Background: an optimization exercise with open tools, aiming at small area and few clock cycles. Do not read the settings as production practice. Function was checked by simulation only, so behaviour that the tests miss may differ from the original. Power is estimated from default activity; no workload was simulated.

==> 09-14: inputs <==
==> flow/design.v <==
`timescale 1ns/1ps
`timescale 1ns/1ps
`default_nettype none
module wdata_reg (
    input  logic         ui_clk,
    input  logic         fire,
    input  logic [255:0] din,
    output logic         wen,
    output logic [255:0] wdata
);
    always_ff @(posedge ui_clk) begin
        wen   <= fire;
        wdata <= fire ? din : '0;
    end
endmodule
`default_nettype wire
`timescale 1ns/1ps
`default_nettype none
module cmd_decoder (
    input  logic [14:0] p2d_op,
    input  logic [14:0] a2d_op,
    input  logic        cfg_ready,
    input  logic        blk,
    output logic        is_cfg,
    output logic        is_win,
    output logic        is_td,
    output logic        p2d_ready
);
    always_comb begin
        is_cfg = (p2d_op == 15'd1);
        is_win = (p2d_op == 15'd4);
        is_td  = (a2d_op == 15'd2);
        if (is_cfg) begin
            p2d_ready = cfg_ready;
        end else if (is_win) begin
            p2d_ready = !blk;
        end else begin
            p2d_ready = 1'b1;
        end
    end
endmodule
`default_nettype wire
`timescale 1ns/1ps
`default_nettype none
module config_capture (
    input  logic        ui_clk,
    input  logic        rst,
    input  logic        p2d_valid,
    input  logic        is_cfg,
    input  logic [16:0] p2d_pay,
    input  logic        d2a_ready,
    input  logic        td_fire,
    output logic        cfg_ready,
    output logic        d2a_v,
    output logic [16:0] d2a_pay,
    output logic        seq_full,
    output logic [1:0]  cfg_asic_mode,
    output logic [15:0] cfg_training_epochs,
    output logic [15:0] cfg_inference_epochs,
    output logic [1:0]  cfg_dataset,
    output logic [15:0] cfg_timesteps,
    output logic [15:0] cfg_input_size,
    output logic        cfg_long_streaming,
    output logic        cfg_binary_classifier,
    output logic        cfg_loser_encourage
);
    logic [5:0]  cfg_cnt;
    logic        cfg_fire;
    logic [15:0] cfg_d;
    logic [8:0]  cfg_ld;
    always_comb begin
        seq_full  = (cfg_cnt == 6'd39);
        cfg_ready = !d2a_v || d2a_ready;
        cfg_fire  = p2d_valid && is_cfg && cfg_ready;
        cfg_d = p2d_pay[15:0] & {16{!rst}};
        for (int i = 0; i < 9; i++) begin
            cfg_ld[i] = rst || (cfg_fire && cfg_cnt == 6'(i));
        end
    end
    always_ff @(posedge ui_clk) begin
        if (rst) begin
            d2a_v <= 1'b0;
        end else if (cfg_ready) begin
            d2a_v <= cfg_fire;
        end
        if (cfg_ready) begin
            d2a_pay <= p2d_pay;
        end
    end
    always_ff @(posedge ui_clk) begin
        if (rst) begin
            cfg_cnt <= '0;
        end else if (td_fire) begin
            cfg_cnt <= '0;
        end else if (cfg_fire && !seq_full) begin
            cfg_cnt <= cfg_cnt + 1'b1;
        end
        if (cfg_ld[0]) cfg_asic_mode         <= cfg_d[1:0];
        if (cfg_ld[1]) cfg_training_epochs   <= cfg_d;
        if (cfg_ld[2]) cfg_inference_epochs  <= cfg_d;
        if (cfg_ld[3]) cfg_dataset           <= cfg_d[1:0];
        if (cfg_ld[4]) cfg_timesteps         <= cfg_d;
        if (cfg_ld[5]) cfg_input_size        <= cfg_d;
        if (cfg_ld[6]) cfg_long_streaming    <= cfg_d[0];
        if (cfg_ld[7]) cfg_binary_classifier <= cfg_d[0];
        if (cfg_ld[8]) cfg_loser_encourage   <= cfg_d[0];
    end
endmodule
`default_nettype wire
`timescale 1ns/1ps
`default_nettype none
module dram_writer (
    input  logic        ui_clk,
    input  logic        rst,
    input  logic        win_fire,
    input  logic [15:0] win_pay,
    input  logic        wen,
    output logic [28:0] app_addr,
    output logic        done_hit,
    output logic        prog_hit,
    output logic [12:0] pacc
);
    logic [28:0] base;        
    logic [28:0] last;        
    logic        last_ok;     
    logic [1:0]  win_idx;
    logic        fresh;       
    logic [28:3] wa;          
    logic [10:0] pmod;        
    logic [28:3] cur;         
    logic [10:0] pcur;        
    logic        pwrap;
    logic [28:0] addr;
    always_comb begin
        cur      = fresh ? base[28:3] : wa;
        pcur     = fresh ? 11'd0 : pmod;
        pwrap    = (pcur == 11'd1249);
        addr     = {cur, base[2:0]};
        done_hit = wen && last_ok && (addr == last);
        prog_hit = wen && pwrap;
        app_addr = wen ? addr : '0;
    end
    always_ff @(posedge ui_clk) begin
        if (rst) begin
            base    <= '0;
            last    <= '0;
            last_ok <= 1'b1;
            win_idx <= '0;
        end else if (win_fire) begin
            case (win_idx)
                2'd0: base[15:0]  <= win_pay;
                2'd1: base[28:16] <= win_pay[12:0];
                2'd2: last[15:0]  <= win_pay;
                default: begin
                    last[28:16] <= win_pay[12:0];
                    last_ok     <= (win_pay[15:13] == 3'd0);
                end
            endcase
            win_idx <= win_idx + 1'b1;
        end
    end
    always_ff @(posedge ui_clk) begin
        if (rst || win_fire) begin
            fresh <= 1'b1;
        end else if (wen) begin
            fresh <= 1'b0;
        end
        wa <= cur + 26'(wen);
        if (wen) begin
            pmod <= pwrap ? 11'd0 : pcur + 1'b1;
        end
        if (rst || win_fire) begin
            pacc <= '0;
        end else if (prog_hit) begin
            pacc <= pacc + 13'd625;
        end
    end
endmodule
`default_nettype wire
`timescale 1ns/1ps
`default_nettype none
module status_arbiter (
    input  logic        ui_clk,
    input  logic        rst,
    input  logic        calib_done,
    input  logic        done_hit,
    input  logic        prog_hit,
    input  logic [12:0] pacc,
    input  logic        a2d_valid,
    input  logic        is_td,
    input  logic [16:0] a2d_pay,
    input  logic        seq_full,
    input  logic        d2p_ready,
    output logic        a2d_ready,
    output logic        td_fire,
    output logic        blk,
    output logic        d2p_v,
    output logic [31:0] d2p_cmd
);
    logic        hit;
    logic        pend_v;      
    logic        pend_done;   
    logic [1:0]  d2p_op;      
    logic [16:0] d2p_pay;
    logic        rdy_sent;
    logic        rdy_due;
    logic        load;
    logic        ev_take;
    logic        done_now;    
    always_comb begin
        hit     = done_hit || prog_hit;
        blk     = pend_v || hit;
        load    = !d2p_v || d2p_ready;
        rdy_due = calib_done && !rdy_sent;
        ev_take  = load && !rdy_due && pend_v;
        done_now = load && !rdy_due && done_hit;
        td_fire  = a2d_valid && is_td && seq_full && load && !rdy_due && !pend_v && !done_hit;
        a2d_ready = is_td ? (seq_full && load && !rdy_due && !pend_v && !done_hit) : 1'b1;
    end
    always_ff @(posedge ui_clk) begin
        if (rst) begin
            pend_v <= 1'b0;
        end else if (hit && !done_now) begin
            pend_v <= 1'b1;
        end else if (ev_take) begin
            pend_v <= 1'b0;
        end
        if (hit) begin
            pend_done <= done_hit;
        end
    end
    always_ff @(posedge ui_clk) begin
        if (rst) begin
            d2p_v    <= 1'b0;
            rdy_sent <= 1'b0;
        end else if (load) begin
            if (rdy_due) begin
                d2p_v    <= 1'b1;
                d2p_op   <= 2'd1;
                d2p_pay  <= '0;
                rdy_sent <= 1'b1;
            end else if (pend_v || done_hit) begin
                d2p_v   <= 1'b1;
                d2p_op  <= (done_hit || pend_done) ? 2'd2 : 2'd3;
                d2p_pay <= (done_hit || pend_done) ? 17'd0 : {pacc, 4'd0};
            end else if (td_fire) begin
                d2p_v   <= 1'b1;
                d2p_op  <= 2'd0;
                d2p_pay <= a2d_pay;
            end else begin
                d2p_v <= 1'b0;
            end
        end
    end
    assign d2p_cmd = {d2p_pay, 12'd0, d2p_op[1], !(d2p_op == 2'd2), ^d2p_op};
endmodule
`default_nettype wire
`timescale 1ns/1ps
`timescale 1ns/1ps
`default_nettype none
module d_domain (
    input  logic         ui_clk,
    input  logic         rst,
    input  logic         p2d_cmd_valid,
    output logic         p2d_cmd_ready,
    input  logic [31:0]  p2d_cmd,
    input  logic         p2d_data_valid,
    output logic         p2d_data_ready,
    input  logic [255:0] p2d_data,
    input  logic         a2d_cmd_valid,
    output logic         a2d_cmd_ready,
    input  logic [31:0]  a2d_cmd,
    input  logic         calib_done,
    input  logic         app_rdy,
    input  logic         app_wdf_rdy,
    output logic         d2p_cmd_valid,
    input  logic         d2p_cmd_ready,
    output logic [31:0]  d2p_cmd,
    output logic         d2a_cmd_valid,
    input  logic         d2a_cmd_ready,
    output logic [31:0]  d2a_cmd,
    output logic         app_en,
    output logic [2:0]   app_cmd,
    output logic [28:0]  app_addr,
    output logic         app_wdf_wren,
    output logic [255:0] app_wdf_data,
    output logic         app_wdf_end,
    output logic [31:0]  app_wdf_mask,
    output logic [1:0]   cfg_asic_mode,
    output logic [15:0]  cfg_training_epochs,
    output logic [15:0]  cfg_inference_epochs,
    output logic [1:0]   cfg_dataset,
    output logic [15:0]  cfg_timesteps,
    output logic [15:0]  cfg_input_size,
    output logic         cfg_long_streaming,
    output logic         cfg_binary_classifier,
    output logic         cfg_loser_encourage
);
    logic        is_cfg, is_win, is_td;
    logic        cfg_ready;
    logic        seq_full;
    logic        td_fire;
    logic        blk;
    logic        win_fire;
    logic        wr_fire;
    logic        wen;
    logic        done_hit;
    logic        prog_hit;
    logic [12:0] pacc;
    logic        d2a_v;
    logic [16:0] d2a_pay;
    cmd_decoder u_dec (
        .p2d_op    (p2d_cmd[14:0]),
        .a2d_op    (a2d_cmd[14:0]),
        .cfg_ready (cfg_ready),
        .blk       (blk),
        .is_cfg    (is_cfg),
        .is_win    (is_win),
        .is_td     (is_td),
        .p2d_ready (p2d_cmd_ready)
    );
    config_capture u_cfg (
        .ui_clk                (ui_clk),
        .rst                   (rst),
        .p2d_valid             (p2d_cmd_valid),
        .is_cfg                (is_cfg),
        .p2d_pay               (p2d_cmd[31:15]),
        .d2a_ready             (d2a_cmd_ready),
        .td_fire               (td_fire),
        .cfg_ready             (cfg_ready),
        .d2a_v                 (d2a_v),
        .d2a_pay               (d2a_pay),
        .seq_full              (seq_full),
        .cfg_asic_mode         (cfg_asic_mode),
        .cfg_training_epochs   (cfg_training_epochs),
        .cfg_inference_epochs  (cfg_inference_epochs),
        .cfg_dataset           (cfg_dataset),
        .cfg_timesteps         (cfg_timesteps),
        .cfg_input_size        (cfg_input_size),
        .cfg_long_streaming    (cfg_long_streaming),
        .cfg_binary_classifier (cfg_binary_classifier),
        .cfg_loser_encourage   (cfg_loser_encourage)
    );
    always_comb begin
        d2a_cmd_valid  = d2a_v;
        d2a_cmd        = {d2a_pay, 15'd1};
        win_fire       = p2d_cmd_valid && is_win && !blk;
        p2d_data_ready = app_rdy && app_wdf_rdy && !blk;
        wr_fire        = p2d_data_valid && p2d_data_ready && !rst;
    end
    wdata_reg u_wdata (
        .ui_clk (ui_clk),
        .fire   (wr_fire),
        .din    (p2d_data),
        .wen    (wen),
        .wdata  (app_wdf_data)
    );
    dram_writer u_writer (
        .ui_clk   (ui_clk),
        .rst      (rst),
        .win_fire (win_fire),
        .win_pay  (p2d_cmd[30:15]),
        .wen      (wen),
        .app_addr (app_addr),
        .done_hit (done_hit),
        .prog_hit (prog_hit),
        .pacc     (pacc)
    );
    always_comb begin
        app_en       = wen;
        app_cmd      = 3'b000;
        app_wdf_wren = wen;
        app_wdf_end  = wen;
        app_wdf_mask = '0;
    end
    status_arbiter u_status (
        .ui_clk     (ui_clk),
        .rst        (rst),
        .calib_done (calib_done),
        .done_hit   (done_hit),
        .prog_hit   (prog_hit),
        .pacc       (pacc),
        .a2d_valid  (a2d_cmd_valid),
        .is_td      (is_td),
        .a2d_pay    (a2d_cmd[31:15]),
        .seq_full   (seq_full),
        .d2p_ready  (d2p_cmd_ready),
        .a2d_ready  (a2d_cmd_ready),
        .td_fire    (td_fire),
        .blk        (blk),
        .d2p_v      (d2p_cmd_valid),
        .d2p_cmd    (d2p_cmd)
    );
endmodule
`default_nettype wire
==> flow/flow/run.sh <==
#!/bin/bash
# Standard ORFS layout (the standard.sh) with these changes:
#  - synthesis is the standard flow's own script, except that abc maps with the
#    area-oriented script flow/abc_area.script instead of ORFS's speed script
#    (registers are mapped before abc, so they are the standard ones);
#  - port buffers use the smallest buffer cell (buf_1);
#  - the clock tree uses clkbuf_8 with larger sink clusters and no dummy loads;
#  - constant outputs keep the synthesized tie cells (no tie-per-pin repair).
# Each ORFS step writes its full log under orfs/logs/; make's output goes to
# make_finish.log.
set -euo pipefail
HERE=$(pwd)
{
  echo "proc abc {args} {"
  echo "  set i [lsearch -exact \$args -script]"
  echo "  if {\$i >= 0} { lset args [expr {\$i + 1}] $HERE/flow/abc_area.script }"
  echo "  puts \"abc with script $HERE/flow/abc_area.script\""
  echo "  yosys abc {*}\$args"
  echo "}"
  cat synth_recipe.tcl
} > flow_synth.tcl
bash standard.sh \
  SYNTH_SCRIPT="$HERE/flow_synth.tcl" \
  BUFFER_PORTS_ARGS="-buffer_cell sky130_fd_sc_hd__buf_1" \
  CTS_ARGS="-sink_clustering_enable -repair_clock_nets -dont_use_dummy_load -buf_list sky130_fd_sc_hd__clkbuf_8 -sink_clustering_size 12 -sink_clustering_max_diameter 100" \
  SKIP_REPAIR_TIE_FANOUT=1 \
  finish > make_finish.log 2>&1
==> flow/flow/abc_area.script <==
strash
dc2
balance
rewrite -z
refactor -z
rewrite -z
dch -f
amap
topo
==> flow/standard.sh <==
#!/bin/bash
# synth_recipe.tcl (not shown) runs the flow's synth.tcl, then flattens the netlist and writes it again
# the make line also repeats each setting of config.mk as NAME=value (left out here)
make -C /OpenROAD-flow-scripts/flow DESIGN_CONFIG=/design/flow/config.mk WORK_HOME=/design/flow/orfs CLKGATE_MAP_FILE= SYNTH_SCRIPT=/design/flow/synth_recipe.tcl "${@:-finish}"
==> flow/config.mk <==
export PLATFORM = sky130hd
export DESIGN_NAME = d_domain
export DESIGN_NICKNAME = d_domain
export VERILOG_FILES = /design/flow/design.v
export SDC_FILE = /design/flow/constraint.sdc
export NUM_CORES = 4
export LEC_CHECK = 0
export CAP_MARGIN = 20
export CORE_AREA = 10 10 310 310
export DIE_AREA = 0 0 320 320
export SLEW_MARGIN = 20
==> flow/constraint.sdc <==
create_clock -name core_clock -period 5.0 [get_ports {ui_clk}]
set_input_delay 1.0000 -clock core_clock [delete_from_list [all_inputs] [get_ports {ui_clk}]]
set_output_delay 1.0000 -clock core_clock [all_outputs]
set_load 0.01 [all_outputs]
==> inputs of 07-25, as changes to 09-14 <==
--- a/flow/design.v
+++ b/flow/design.v
@@ -22,3 +22,3 @@
     input  logic        cfg_ready,
-    input  logic        blk,
+    input  logic        blk_win,
     output logic        is_cfg,
@@ -35,3 +35,3 @@
         end else if (is_win) begin
-            p2d_ready = !blk;
+            p2d_ready = !blk_win;
         end else begin
@@ -66,2 +66,4 @@
 );
+    localparam logic [53:0] CNT_STATES = {6'd59, 6'd61, 6'd62, 6'd31, 6'd15, 6'd7, 6'd3, 6'd1, 6'd0};
+    localparam logic [5:0] CNT_FULL = 6'd45;
     logic [5:0]  cfg_cnt;
@@ -71,3 +73,3 @@
     always_comb begin
-        seq_full  = (cfg_cnt == 6'd39);
+        seq_full  = (cfg_cnt == CNT_FULL);
         cfg_ready = !d2a_v || d2a_ready;
@@ -76,3 +78,3 @@
         for (int i = 0; i < 9; i++) begin
-            cfg_ld[i] = rst || (cfg_fire && cfg_cnt == 6'(i));
+            cfg_ld[i] = rst || (cfg_fire && cfg_cnt == CNT_STATES[6*i +: 6]);
         end
@@ -95,3 +97,3 @@
         end else if (cfg_fire && !seq_full) begin
-            cfg_cnt <= cfg_cnt + 1'b1;
+            cfg_cnt <= {cfg_cnt[4:0], !(cfg_cnt[5] ^ cfg_cnt[4])};
         end
@@ -120,3 +122,3 @@
     output logic        prog_hit,
-    output logic [12:0] pacc
+    output logic [13:0] pcnt         
 );
@@ -128,3 +130,4 @@
     logic [28:3] wa;          
-    logic [10:0] pmod;        
+    localparam logic [10:0] PCNT_1249 = 11'd68;
+    logic [10:0] pmod;
     logic [28:3] cur;         
@@ -133,2 +136,4 @@
     logic [28:0] addr;
+    logic [28:3] nxt;         
+    logic        match;       
     always_comb begin
@@ -136,7 +141,9 @@
         pcur     = fresh ? 11'd0 : pmod;
-        pwrap    = (pcur == 11'd1249);
+        pwrap    = (pcur == PCNT_1249);
         addr     = {cur, base[2:0]};
-        done_hit = wen && last_ok && (addr == last);
+        nxt      = cur + 26'(wen);
+        done_hit = wen && last_ok && match;
         prog_hit = wen && pwrap;
         app_addr = wen ? addr : '0;
+        pcnt     = wa[16:3] - base[16:3];
     end
@@ -167,10 +174,6 @@
         end
-        wa <= cur + 26'(wen);
+        wa    <= nxt;
+        match <= ({nxt, base[2:0]} == last);
         if (wen) begin
-            pmod <= pwrap ? 11'd0 : pcur + 1'b1;
-        end
-        if (rst || win_fire) begin
-            pacc <= '0;
-        end else if (prog_hit) begin
-            pacc <= pacc + 13'd625;
+            pmod <= pwrap ? 11'd0 : {pcur[9:0], !(pcur[10] ^ pcur[8])};
         end
@@ -187,3 +190,3 @@
     input  logic        prog_hit,
-    input  logic [12:0] pacc,
+    input  logic [13:0] pcnt,
     input  logic        a2d_valid,
@@ -196,2 +199,3 @@
     output logic        blk,
+    output logic        blk_win,
     output logic        d2p_v,
@@ -212,2 +216,3 @@
         blk     = pend_v || hit;
+        blk_win = pend_v || prog_hit;
         load    = !d2p_v || d2p_ready;
@@ -244,3 +249,3 @@
                 d2p_op  <= (done_hit || pend_done) ? 2'd2 : 2'd3;
-                d2p_pay <= (done_hit || pend_done) ? 17'd0 : {pacc, 4'd0};
+                d2p_pay <= (done_hit || pend_done) ? 17'd0 : {pcnt, 3'd0};
             end else if (td_fire) begin
@@ -303,2 +308,3 @@
     logic        blk;
+    logic        blk_win;
     logic        win_fire;
@@ -308,3 +314,3 @@
     logic        prog_hit;
-    logic [12:0] pacc;
+    logic [13:0] pcnt;
     logic        d2a_v;
@@ -315,3 +321,3 @@
         .cfg_ready (cfg_ready),
-        .blk       (blk),
+        .blk_win   (blk_win),
         .is_cfg    (is_cfg),
@@ -346,4 +352,4 @@
         d2a_cmd        = {d2a_pay, 15'd1};
-        win_fire       = p2d_cmd_valid && is_win && !blk;
-        p2d_data_ready = app_rdy && app_wdf_rdy && !blk;
+        win_fire       = p2d_cmd_valid && is_win && !blk_win;
+        p2d_data_ready = app_rdy && app_wdf_rdy && !blk && !(p2d_cmd_valid && is_win);
         wr_fire        = p2d_data_valid && p2d_data_ready && !rst;
@@ -366,3 +372,3 @@
         .prog_hit (prog_hit),
-        .pacc     (pacc)
+        .pcnt     (pcnt)
     );
@@ -381,3 +387,3 @@
         .prog_hit   (prog_hit),
-        .pacc       (pacc),
+        .pcnt       (pcnt),
         .a2d_valid  (a2d_cmd_valid),
@@ -390,2 +396,3 @@
         .blk        (blk),
+        .blk_win    (blk_win),
         .d2p_v      (d2p_cmd_valid),
--- a/flow/flow/run.sh
+++ b/flow/flow/run.sh
@@ -6,4 +6,5 @@
 #  - port buffers use the smallest buffer cell (buf_1);
-#  - the clock tree uses clkbuf_8 with larger sink clusters and no dummy loads;
-#  - constant outputs keep the synthesized tie cells (no tie-per-pin repair).
+#  - the clock tree uses clkbuf_4 with small sink clusters and no dummy loads;
+#  - constant outputs keep the synthesized tie cells (no tie-per-pin repair);
+#  - after global routing, cells off the critical paths are sized down (RECOVER_POWER).
 # Each ORFS step writes its full log under orfs/logs/; make's output goes to
@@ -24,4 +25,5 @@
   BUFFER_PORTS_ARGS="-buffer_cell sky130_fd_sc_hd__buf_1" \
-  CTS_ARGS="-sink_clustering_enable -repair_clock_nets -dont_use_dummy_load -buf_list sky130_fd_sc_hd__clkbuf_8 -sink_clustering_size 12 -sink_clustering_max_diameter 100" \
+  CTS_ARGS="-sink_clustering_enable -repair_clock_nets -dont_use_dummy_load -buf_list sky130_fd_sc_hd__clkbuf_4 -sink_clustering_size 9 -sink_clustering_max_diameter 60 -sink_clustering_buffer sky130_fd_sc_hd__clkbuf_4" \
   SKIP_REPAIR_TIE_FANOUT=1 \
+  RECOVER_POWER=100 \
   finish > make_finish.log 2>&1
- PLACE_DENSITY: unset -> 0.35
==> impl_metrics.py <==
metrics = {
    "outcome": {
        "status": "finished with violations",
        "so_faults": "max-capacitance violations, max-slew violations",
    },
    "final_layout": {
        "area_growth_pct": 27.8,
        "multi_input_area_share_pct": 22.5,
        "nMultiInputCombCells": 779,
    },
    "pwr": {
        "clkPwrFrac_pct": 30.4,
        "power.density_nw_per_um2": 323,
        "p_leak_nw": 6.79,
        "power.share.sequential_pct": 61.4,
    },
    "grt": {
        "global_route.usage.total_pct": 14.9,
        "grt_use_met3_pct": 7.99,
    },
    "timing": {
        "drv_slew": 87,
        "tightest_slew_ns": 3.00,
    },
    "worst_setup_path": {
        "slowest_delay_ns": 0.38,
        "critPathTopFamily": "compound AO/OA/AOI/OAI gates",
        "r2r-end": "u_writer.match$_DFF_P_",
        "crit_end": "u_writer.match$_DFF_P_",
    },
    "flow_run": {
        "max_cap_violations": 3,
    },
    "synthesis": {
        "synth-compound-area-share_pct": 8.38,
    },
    "clocking": {
        "root_buffer": "clkbuf_4",
    },
}
[end of results for 07-25]
==> impl_metrics.py <==
metrics = {
    "worst_setup_path": {
        "path_cells": "buf_6 -> o22ai_4 -> clkinv_2 -> a221o_1 -> or4_1 -> or4_4 -> nor4_4 -> buf_4 -> nor2_1 -> nand2_1 -> inv_2 -> nor2_1 -> o22ai_1 -> clkbuf_2",
        "r2r-end": "u_writer.wa[27]$_DFF_P_",
        "slowest_delay_ns": 0.46,
    },
    "flow_run": {
        "max_cap_violations": 0,
    },
    "pwr": {
        "power.share.sequential_pct": 61.0,
        "power.density_nw_per_um2": 325,
        "p_leak_nw": 6.93,
    },
    "synthesis": {
        "synth-compound-area-share_pct": 8.60,
    },
    "final_layout": {
        "multi_input_area_share_pct": 22.2,
    },
    "grt": {
        "grt_use_met3_pct": 8.22,
    },
    "timing": {
        "clock_skew_ns": 0.102,
        "tightest_slew_ns": 0.929,
    },
    "outcome": {
        "status": "no timing/DRC/antenna violations",
    },
}
[end of results for 09-14]
Testbench counts of 09-14, summed over its fixed seeds: cycles 27,041.
Testbench counts of 07-25, summed over its fixed seeds: cycles 27,041.

[re-timing with driven ports]
How much do the figures lean on ideal ports? The routed layouts below were timed once more, with nothing changed but the port constraints.
Step 1 (the two cells are an assumption about what drives the block):
set clk [get_ports {ui_clk}]
set_driving_cell -lib_cell sky130_fd_sc_hd__clkbuf_16 $clk
set_driving_cell -lib_cell sky130_fd_sc_hd__buf_2 [delete_from_list [all_inputs] $clk]
Step 2 times the ports against the registers' clock, not the clock port: input delays grow and output delays shrink by t, the midpoint of the rising clock arrivals with the driver on.
a / b / c = no drivers / after step 1 / after step 2; a / b = the first two.
run | t (ns) | slack for setup (ns) | cell pins on the clock port's net
09-14 | 0.679 | 0.218 / 0.161 / 0.669 | 1
07-25 | 0.891 | 0.405 / 0.405 / -0.194 | 1
The setup slack of 07-25, which loses most, moves by 0.000 ns with the drivers and by -0.599 ns with both steps.
